This design comes from an exercise in tuning for small area, a short achievable clock period and few clock cycles per item on the open sky130 flow, not from production work. In this exercise RTL edits were held to simulation tests only and were not proved equivalent to the original.

run A:
// epoch_seconds_to_calendar_top
module epoch_seconds_to_calendar_top (
  input  wire logic        clk,
  input  wire logic        rst,
  input  wire logic        din_valid,
  output wire logic        din_ready,
  input  wire logic [31:0] din_epoch_seconds,
  output wire logic        dout_valid,
  input  wire logic        dout_ready,
  output wire logic [5:0]  dout_second_of_minute,
  output wire logic [5:0]  dout_minute_of_hour,
  output wire logic [4:0]  dout_hour_of_day,
  output wire logic [2:0]  dout_weekday,
  output wire logic [7:0]  dout_year_offset,
  output wire logic [3:0]  dout_month_number,
  output wire logic [4:0]  dout_day_of_month
);
  logic adv;
  logic v1, v2, v3;
  assign adv       = !v3 || dout_ready;
  assign din_ready = adv;
  logic [24:0] x0;
  logic [18:0] a0, a1, a2, a3, a4;
  logic [18:0] s1, c1, s2, c2, s3, c3;
  logic [5:0]  r1_xa;
  logic [6:0]  s1_g;       
  assign x0 = din_epoch_seconds[31:7];
  assign r1_xa = x0[24:19];
  assign s1_g[0] = 64'h9696969696969696 >> r1_xa & 1'b1;
  assign s1_g[1] = 64'h2bd42bd42bd42bd4 >> r1_xa & 1'b1;
  assign s1_g[2] = 64'hcce73318cce73318 >> r1_xa & 1'b1;
  assign s1_g[3] = 64'hf0f83c1f0f07c3e0 >> r1_xa & 1'b1;
  assign s1_g[4] = 64'h00ffc01ff007fc00 >> r1_xa & 1'b1;
  assign s1_g[5] = 64'hff00001ffff80000 >> r1_xa & 1'b1;
  assign s1_g[6] = 64'hffffffe000000000 >> r1_xa & 1'b1;
  assign a0 = 19'(x0[24:7]);
  assign a1 = 19'(x0[24:8]);
  assign a2 = 19'(x0[24:13]);
  assign a3 = 19'(x0[24:17]);
  assign a4 = 19'(s1_g);
  assign s1 = a0 ^ a1 ^ a2;
  assign c1 = ((a0 & a1) | (a0 & a2) | (a1 & a2)) << 1;
  assign s2 = s1 ^ c1 ^ a3;
  assign c2 = ((s1 & c1) | (s1 & a3) | (c1 & a3)) << 1;
  assign s3 = s2 ^ c2 ^ a4;
  assign c3 = ((s2 & c2) | (s2 & a4) | (c2 & a4)) << 1;
  logic [18:0] p0;
  assign p0 = s3 + c3;
  logic [15:0] r1_qe;
  logic [17:0] r1_lo;      
  logic [10:0] s2_r;       
  logic        s2_c;       
  logic [5:0]  r1_qb;
  logic [5:0]  s2_q4e;
  logic [11:0] s2_l;
  logic [11:0] s2_rp;
  logic [15:0] s2_qe;
  assign s2_qe  = r1_qe;
  assign s2_r   = r1_lo[17:7] - ({s2_qe[1:0], 9'd0} + {s2_qe[3:0], 7'd0} + {s2_qe[5:0], 5'd0}
                                 + {s2_qe[9:0], 1'd0} + s2_qe[10:0]);
  assign s2_c   = (s2_r >= 11'd675);
  logic        s2_ga, s2_gb;
  assign s2_ga  = (s2_qe >= 16'd47541);
  assign s2_gb  = (s2_qe >= 16'd47540);
  ...
Size: roughly 1700 cells after synthesis, about 120 flip-flops, about 75 I/O pins, about 0.014 mm² of cells after synthesis.
Settings: LEC_CHECK=0, CAP_MARGIN=0, CORE_MARGIN=2, CORE_UTILIZATION=40, SLEW_MARGIN=0; clock period 11.0 ns.
standard.sh (not shown) runs the stock make flow with config.mk's settings and CLKGATE_MAP_FILE= SYNTH_SCRIPT=/design/flow/synth_recipe.tcl, a recipe that flattens the netlist after the stock synthesis.
==> flow/flow/run.sh <==
#!/bin/bash
# The standard layout (the standard.sh: ORFS synthesis through finish) with timing repair
# aimed at 5 ns of setup slack, and the port buffers made with buf_1 cells.
set -euo pipefail
bash standard.sh SETUP_SLACK_MARGIN=5 'BUFFER_PORTS_ARGS=-buffer_cell sky130_fd_sc_hd__buf_1' finish > standard_finish.log 2>&1
Run A ran to completion and came out clean on the timing, DRC and antenna checks.
Testbench counts of run A, summed over its fixed seeds: cycles 8,024, items 8,000.
[inputs] run B vs run A
- SLEW_MARGIN: 0 -> 20
- GPL_TIMING_DRIVEN: unset -> 1
- CAP_MARGIN: 0 -> 20
## What came out
Comparing run B against run A, there is no change at all in clock-buffer cell count. ~same via count of the first global-routing pass in run A and run B. Status: summed area of non-filler cells in the final layout parity (run A, run B). Diff run B..run A | netlist area before placement | unchanged. Antenna diode count essentially unchanged between run A and run B. Run A -> run B: setup slack flat. Worst hold slack: run A vs run B identical.
The following lists how run C was set up differently from run B:
- setting SETUP_SLACK_MARGIN to 4.0 for the first time
- removing GPL_TIMING_DRIVEN (formerly 1)
==> flow/run.sh (new file) <==
#!/bin/bash
# synth_recipe.tcl (not shown) runs the flow's synth.tcl, then flattens the netlist and writes it again
# the make line also repeats each setting of config.mk as NAME=value (left out here)
make -C /OpenROAD-flow-scripts/flow DESIGN_CONFIG=/design/flow/config.mk WORK_HOME=/design/flow/orfs CLKGATE_MAP_FILE= SYNTH_SCRIPT=/design/flow/synth_recipe.tcl finish
removed: flow/flow/run.sh
removed: flow/standard.sh
Results
Run comparison: run C cell at the slowest stage of the critical path sky130_fd_sc_hd__fa_1; run B cell at the slowest stage of the critical path sky130_fd_sc_hd__or4_4
[compare] base=run B new=run C: worst reg-to-reg path cell count now sits lower, first-pass GRT wire length now sits lower, final critical-path setup slack now sits lower.
[inputs] run D vs run C
- removing SETUP_SLACK_MARGIN (formerly 4.0)
==> flow/flow/run.sh (new file) <==
#!/bin/bash
set -euo pipefail
bash standard.sh SETUP_SLACK_MARGIN=6.0 finish > standard_finish.log 2>&1
==> flow/standard.sh (new file) <==
#!/bin/bash
# synth_recipe.tcl (not shown) runs the flow's synth.tcl, then flattens the netlist and writes it again
# the make line also repeats each setting of config.mk as NAME=value (left out here)
make -C /OpenROAD-flow-scripts/flow DESIGN_CONFIG=/design/flow/config.mk WORK_HOME=/design/flow/orfs CLKGATE_MAP_FILE= SYNTH_SCRIPT=/design/flow/synth_recipe.tcl "${@:-finish}"
removed: flow/run.sh
==> comparison <==
When run D is measured against run C, its global-route usage turns out 2.1 points higher.
Run D reports its worst setup path category as register to register while run C reports input port to register.
met5 as the uppermost metal layer occupied by signal nets was reported by run D, and met4 by run C.
Changes observed in run D relative to run C: count of clock-buffer cells in the layout moved up; sequential share of layout area shows a reduction of 2.3 points; detail-routed via count per cell ~0 delta.

what the ideal ports hide:
The results above use ideal ports. As a check the final layouts listed here were re-extracted and re-timed, cells and wires unchanged.
Step 1: set_driving_cell puts a clkbuf_16 on clk and a buf_2 on each other input, an assumption about the parent block.
Step 2 times the ports against the registers' clock, not the clock port: input delays grow and output delays shrink by t, the midpoint of the rising clock arrivals with the driver on.
Slacks: ideal ports / drivers / drivers and shift; pairs: ideal ports / drivers.
run	t, ns	setup slack, ns	slew at the worst register clock pin (ns)	worst data-port slew with drivers (ns)	pins driven straight from the clock port
run A	0.488	4.978 / 4.978 / 4.626	0.07 / 0.07	0.06	1
run B	0.488	4.978 / 4.978 / 4.626	0.07 / 0.07	0.06	1
run C	0.488	4.398 / 4.421 / 3.933	0.07 / 0.07	0.07	1
run D	0.484	4.902 / 4.902 / 4.631	0.07 / 0.07	0.06	1
After both steps setup and hold are still met in every run listed. For run C, which loses most, drivers alone change the setup slack by +0.023 ns; drivers and shift together by -0.465 ns.
